This is an optimization exercise on Yosys and OpenROAD, whose aim is small area, a short achievable clock period and few clock cycles per item, not a production implementation.
In this exercise RTL edits were held to simulation tests only and were not proved equivalent to the original.
Power figures rest on the tool's default switching activity, not on a simulated workload.

== lagoon ==
// trivium_keystream_generator_top
module trivium_keystream_generator_top #(
    parameter int MAX_BITS_PER_ITEM = 64
) (
    input  logic                               i_clk,
    input  logic                               i_rst_n,
    input  logic                               i_in_valid,
    output logic                               o_in_ready,
    input  logic                               i_opcode,
    input  logic [tksg_pkg::COUNT_W-1:0]       i_bits_wanted,
    output logic                               o_out_valid,
    input  logic                               i_out_ready,
    output logic [tksg_pkg::WORD_BITS-1:0]     o_keystream_word,
    output logic [tksg_pkg::COUNT_W-1:0]       o_bit_count,
    input  logic                               i_cfg_we,
    input  logic [tksg_pkg::CFG_IDX_W-1:0]     i_cfg_index,
    input  logic [tksg_pkg::WORD_BITS-1:0]     i_cfg_data
);
export LEC_CHECK = 0
export ABC_CLOCK_PERIOD_IN_PS = 2200
export CAP_MARGIN = 20
export CORE_MARGIN = 2
export CORE_UTILIZATION = 65
export SETUP_SLACK_MARGIN = 2.8
export SLEW_MARGIN = 20
create_clock -name core_clock -period 5.0 [get_ports {i_clk}]
standard.sh (not shown) runs the stock make flow with config.mk's settings and CLKGATE_MAP_FILE= SYNTH_SCRIPT=/design/flow/synth_recipe.tcl, a recipe that flattens the netlist after the stock synthesis.
==> flow/flow/run.sh <==
#!/bin/bash
# standard layout with plain buffers on the ports (instead of the delay cells
# buffer_ports picks by default), sizing free to change cell footprints, and
# clock tree sinks clustered by 20 without dummy loads
set -euo pipefail
bash standard.sh \
  "BUFFER_PORTS_ARGS=-buffer_cell sky130_fd_sc_hd__buf_4" \
  MATCH_CELL_FOOTPRINT=0 \
  "CTS_ARGS=-sink_clustering_enable -repair_clock_nets -dont_use_dummy_load -sink_clustering_size 20 -sink_clustering_max_diameter 100" \
  finish > flow_standard.log 2>&1
Testbench counts of lagoon, summed over its fixed seeds: cycles 1,352, items 65,536.
[inputs] maple vs lagoon
- a change of CORE_UTILIZATION from 65 to 60
- a change of SETUP_SLACK_MARGIN from 2.8 to 2.7
Notes after the runs:
Run comparison: maple critical path class flop to flop; lagoon critical path class input port to flop. Compared with lagoon, cell leakage power in maple decreased by a few percent. Looking at reg2reg setup slack across maple and lagoon, the one that comes out lower is maple. Cmp maple and lagoon / met2 global-route usage / higher: lagoon. maple vs lagoon — relative area change from synthesis to final layout dropped 4.5 points. maple against lagoon: wire length after detailed routing went down 8.3%; remaining max-slew budget at the tightest pin went down 4.3 points; highest ir drop seen on vdd went down 14%; area of the die went up about 8%. met1 as the most utilized layer in the global route result was reported by maple, and met2 by lagoon. Global-route usage (maple over lagoon): decrease, 6.8 points. The more densely filled core belongs to lagoon, not maple.
### maple -> raven
==> flow/flow/run.sh <==
#!/bin/bash
# standard layout with plain buffers on the ports (instead of the delay cells
# buffer_ports picks by default), sizing free to change cell footprints, and
# clock tree sinks clustered by 20 without dummy loads
set -euo pipefail
bash standard.sh \
  "BUFFER_PORTS_ARGS=-buffer_cell sky130_fd_sc_hd__buf_2" \
  MATCH_CELL_FOOTPRINT=0 \
  "CTS_ARGS=-sink_clustering_enable -repair_clock_nets -dont_use_dummy_load -sink_clustering_size 24 -sink_clustering_max_diameter 100" \
  finish > flow_standard.log 2>&1
==> comparison <==
Going from maple to raven, total net switching power grows by about 2.4%.
Number of distinct library cells after synthesis: raven vs maple, no meaningful difference
Against maple, raven reports a level count of the clock H-tree that is lower.
Between maple and raven, summed area of non-filler cells in the final layout decreased.
In terms of sequential cell power, raven and maple differ only marginally.
Run comparison: raven capturing instance or port of the critical path u_dp.r_zgrp[3]$_DFF_P_; maple capturing instance or port of the critical path u_dp.r_zgrp[12]$_DFF_P_
For the multi-input logic portion of the cell area, raven came in 0.99 points higher than maple did.
raven ends up with a initial antenna violation count that is 2 lower than in maple.
Relative to raven, the following input files were edited for delta:
==> flow/flow/run.sh <==
#!/bin/bash
# standard layout with plain buffers on the ports (instead of the delay cells
# buffer_ports picks by default), sizing free to change cell footprints, and
# clock tree sinks clustered by 20 without dummy loads
set -euo pipefail
bash standard.sh \
  "BUFFER_PORTS_ARGS=-buffer_cell sky130_fd_sc_hd__buf_4" \
  MATCH_CELL_FOOTPRINT=0 \
  "CTS_ARGS=-sink_clustering_enable -repair_clock_nets -dont_use_dummy_load -sink_clustering_size 28 -sink_clustering_max_diameter 100" \
  finish > flow_standard.log 2>&1
==> notes.md <==
From raven to delta the numbers moved as follows: detail-routed net length per standard cell moved down; number of non-filler instances in the completed layout shows a reduction of 0.31%; estimated wirelength of the detail-placed design moved down; switching share of total power went down.
delta vs raven — total power dropped slightly
Lower internal power contribution goes to delta over raven.
Modified inputs, zinc compared to delta
- CORE_UTILIZATION: 60 -> 55
==> flow/flow/run.sh <==
#!/bin/bash
# standard layout with plain buffers on the ports (instead of the delay cells
# buffer_ports picks by default), sizing free to change cell footprints, and
# clock tree sinks clustered by 20 without dummy loads
set -euo pipefail
bash standard.sh \
  "BUFFER_PORTS_ARGS=-buffer_cell sky130_fd_sc_hd__buf_4" \
  MATCH_CELL_FOOTPRINT=0 \
  "CTS_ARGS=-sink_clustering_enable -repair_clock_nets -dont_use_dummy_load -sink_clustering_size 24 -sink_clustering_max_diameter 100" \
  finish > flow_standard.log 2>&1
Findings:
- Sort delta and zinc by sequential share of layout area, ascending, and zinc comes first.
- zinc vs delta, number of global-route vias before repair went up by 192.
- Higher met2 capacity usage during global routing was reported by zinc, not delta.
- delta and zinc ended up with nearly the same total routing usage reported by global routing.
- Final cell area excluding filler cells: higher on zinc
- Against delta as the reference, zinc delivers a higher switching fraction of total power.
Setup changes, zinc to sierra
- CORE_UTILIZATION: 55 -> 60
Results
sierra ran to completion and came out clean on the timing, DRC and antenna checks.
Comparing sierra and zinc, the lower cell area after layout is on sierra.
From sierra to zinc, number of DRC violations after detailed routing did not move at all.
Top achievable clock speed, sierra and zinc: higher on zinc
Timing startpoint of the critical path = u_ctrl.r_rdy$_SDFF_PN1_: sierra; timing startpoint of the critical path = u_dp.r_state[51]$_DFFE_PP_: zinc

* * *

Starting RTL as in the previous note.
// trivium_keystream_generator_top
module trivium_keystream_generator_top #(
    parameter int MAX_BITS_PER_ITEM = 64
) (
    input  logic                               i_clk,
    input  logic                               i_rst_n,
    input  logic                               i_in_valid,
    output logic                               o_in_ready,
    input  logic                               i_opcode,
    input  logic [tksg_pkg::COUNT_W-1:0]       i_bits_wanted,
    output logic                               o_out_valid,
    input  logic                               i_out_ready,
    output logic [tksg_pkg::WORD_BITS-1:0]     o_keystream_word,
    output logic [tksg_pkg::COUNT_W-1:0]       o_bit_count,
    input  logic                               i_cfg_we,
    input  logic [tksg_pkg::CFG_IDX_W-1:0]     i_cfg_index,
    input  logic [tksg_pkg::WORD_BITS-1:0]     i_cfg_data
);
==> flow/config.mk <==
export PLATFORM = sky130hd
export DESIGN_NAME = trivium_keystream_generator_top
export DESIGN_NICKNAME = trivium_keystream_generator_top
export VERILOG_FILES = /design/flow/design.v
export SDC_FILE = /design/flow/constraint.sdc
export NUM_CORES = 4
export LEC_CHECK = 0
export ABC_CLOCK_PERIOD_IN_PS = 2200
export CAP_MARGIN = 20
export CORE_MARGIN = 2
export CORE_UTILIZATION = 60
export SETUP_SLACK_MARGIN = 2.75
export SLEW_MARGIN = 20
==> flow/constraint.sdc <==
create_clock -name core_clock -period 5.0 [get_ports {i_clk}]
set_input_delay 1.0000 -clock core_clock [delete_from_list [all_inputs] [get_ports {i_clk}]]
set_output_delay 1.0000 -clock core_clock [all_outputs]
set_load 0.01 [all_outputs]
==> flow/flow/run.sh <==
#!/bin/bash
# standard layout with plain buffers on the ports (instead of the delay cells
# buffer_ports picks by default), sizing free to change cell footprints, and
# clock tree sinks clustered by 20 without dummy loads
set -euo pipefail
bash standard.sh \
  "BUFFER_PORTS_ARGS=-buffer_cell sky130_fd_sc_hd__buf_4" \
  MATCH_CELL_FOOTPRINT=0 \
  "CTS_ARGS=-sink_clustering_enable -repair_clock_nets -dont_use_dummy_load -sink_clustering_size 24 -sink_clustering_max_diameter 100" \
  finish > flow_standard.log 2>&1
The first run produced a clean layout.
Testbench counts at the start, summed over its fixed seeds: cycles 1,352, items 65,536.
Edit:
--- a/flow/config.mk
+++ b/flow/config.mk
@@ -12 +12 @@
-export SETUP_SLACK_MARGIN = 2.75
+export SETUP_SLACK_MARGIN = 2.8
=> The new run went through all stages and came out clean; maximum frequency rises by 1.2%; global-route usage grows by 0.77 points; final cell count rises by 1.4%; cell area rises by 3.3%; setup slack improved by 28 ps.
Edit:
--- a/flow/flow/run.sh
+++ b/flow/flow/run.sh
@@ -9 +9 @@
-  "CTS_ARGS=-sink_clustering_enable -repair_clock_nets -dont_use_dummy_load -sink_clustering_size 24 -sink_clustering_max_diameter 100" \
+  "CTS_ARGS=-sink_clustering_enable -repair_clock_nets -dont_use_dummy_load -sink_clustering_size 20 -sink_clustering_max_diameter 100" \
--- a/flow/config.mk
+++ b/flow/config.mk
@@ -12 +12 @@
-export SETUP_SLACK_MARGIN = 2.8
+export SETUP_SLACK_MARGIN = 2.7
@@ -13,0 +14 @@
+export TNS_END_PERCENT = 20
After rerunning: The new run ran to the end with no violations; design area is lower by a few percent; area after synthesis does not change; utilization is lower by 2.9 points; via count is lower slightly; cell count is lower slightly.
Edit:
--- a/flow/flow/run.sh
+++ b/flow/flow/run.sh
@@ -9 +9 @@
-  "CTS_ARGS=-sink_clustering_enable -repair_clock_nets -dont_use_dummy_load -sink_clustering_size 20 -sink_clustering_max_diameter 100" \
+  "CTS_ARGS=-sink_clustering_enable -repair_clock_nets -dont_use_dummy_load -sink_clustering_size 24 -sink_clustering_max_diameter 100" \
--- a/flow/config.mk
+++ b/flow/config.mk
@@ -12 +12 @@
-export SETUP_SLACK_MARGIN = 2.7
+export SETUP_SLACK_MARGIN = 2.6
@@ -14 +13,0 @@
-export TNS_END_PERCENT = 20
Critical path depth goes down by 1.
Die area is unchanged.
Via count goes down slightly.
Clock skew goes up by 27 ps.
Total power goes down by a few percent.
Routed wire length goes down by a few percent.
Final cell count goes down slightly.
Count of clock-buffer cells in the layout goes down by 6.
Edit:
--- a/flow/config.mk
+++ b/flow/config.mk
@@ -12 +12,2 @@
-export SETUP_SLACK_MARGIN = 2.6
+export PLACE_DENSITY = 0.85
+export SETUP_SLACK_MARGIN = 2.7
Effect:
- total power is higher by 1.7%
- non-clock buffer count increases by 22
- count of clock-buffer cells in the layout decreases by 1
- worst hold slack gets worse by 3.0 ps
- first-iteration DRC count came out higher by 19%
- routed wire length climbs by 4.7%
- fmax goes up by 1.4%
- core utilization is higher by 1.1 points
- critical path depth went up by 1
- design area grows by 1.6%
- synthesized cell count stays the same
Edit:
--- a/flow/flow/run.sh
+++ b/flow/flow/run.sh
@@ -9 +9 @@
-  "CTS_ARGS=-sink_clustering_enable -repair_clock_nets -dont_use_dummy_load -sink_clustering_size 24 -sink_clustering_max_diameter 100" \
+  "CTS_ARGS=-sink_clustering_enable -repair_clock_nets -dont_use_dummy_load -sink_clustering_size 20 -sink_clustering_max_diameter 100" \
--- a/flow/config.mk
+++ b/flow/config.mk
@@ -12,2 +12 @@
-export PLACE_DENSITY = 0.85
-export SETUP_SLACK_MARGIN = 2.7
+export SETUP_SLACK_MARGIN = 2.9
Outcome:
- The changed run ran to the end with no violations
- worst setup slack is better by 160 ps
- flip-flop and latch count does not change
- worst hold slack is worse by 7.7 ps
- non-clock buffer count went up by 108
- maximum frequency went up by about 7%
- total power went up by 6.1%
- count of clock-buffer cells in the layout went up by 7
- die area stays the same
- utilization went up by 5.3 points

re-timing with driven ports:
How much do the figures lean on ideal ports? The routed layouts below were timed once more, with nothing changed but the port constraints.
Step 1, drivers: a clkbuf_16 drives i_clk and a buf_2 each remaining input, both assumed.
Step 2 also shifts input and output timing later by t, the mid clock arrival at the registers, as if the neighbouring blocks saw the same clock.
Slacks: ideal ports / drivers / drivers and shift; pairs: ideal ports / drivers.
| run | shift t [ns] | setup slack, ns | worst setup path at the end | slew at the worst register clock pin (ns) |
|---|---|---|---|---|
| lagoon | 0.636 | 2.542 / 2.575 / 1.939 | input to register | 0.10 / 0.10 |
| maple | 0.633 | 2.617 / 2.617 / 2.078 | input to register | 0.10 / 0.10 |
| raven | 0.678 | 2.612 / 2.612 / 2.058 | input to register | 0.11 / 0.11 |
| delta | 0.666 | 2.627 / 2.639 / 1.992 | input to register | 0.12 / 0.12 |
| zinc | 0.680 | 2.658 / 2.658 / 2.114 | input to register | 0.11 / 0.11 |
| sierra | 0.673 | 2.592 / 2.532 / 2.075 | input to register | 0.11 / 0.11 |
| the first run of note 2 | 0.690 | 2.677 / 2.677 / 2.077 | input to register | 0.11 / 0.11 |
| the second run of note 2 | 0.653 | 2.706 / 2.696 / 2.181 | input to register | 0.11 / 0.11 |
| the third run of note 2 | 0.643 | 2.560 / 2.560 / 1.990 | input to register | 0.10 / 0.10 |
| the fourth run of note 2 | 0.666 | 2.547 / 2.547 / 2.065 | input to register | 0.11 / 0.11 |
| the fifth run of note 2 | 0.682 | 2.582 / 2.582 / 2.006 | input to register | 0.11 / 0.11 |
| the sixth run of note 2 | 0.634 | 2.739 / 2.744 / 2.136 | input to register | 0.10 / 0.10 |
After both steps every run listed still meets setup and hold. For delta, which loses most, drivers alone change the setup slack by +0.012 ns; drivers and shift together by -0.635 ns.
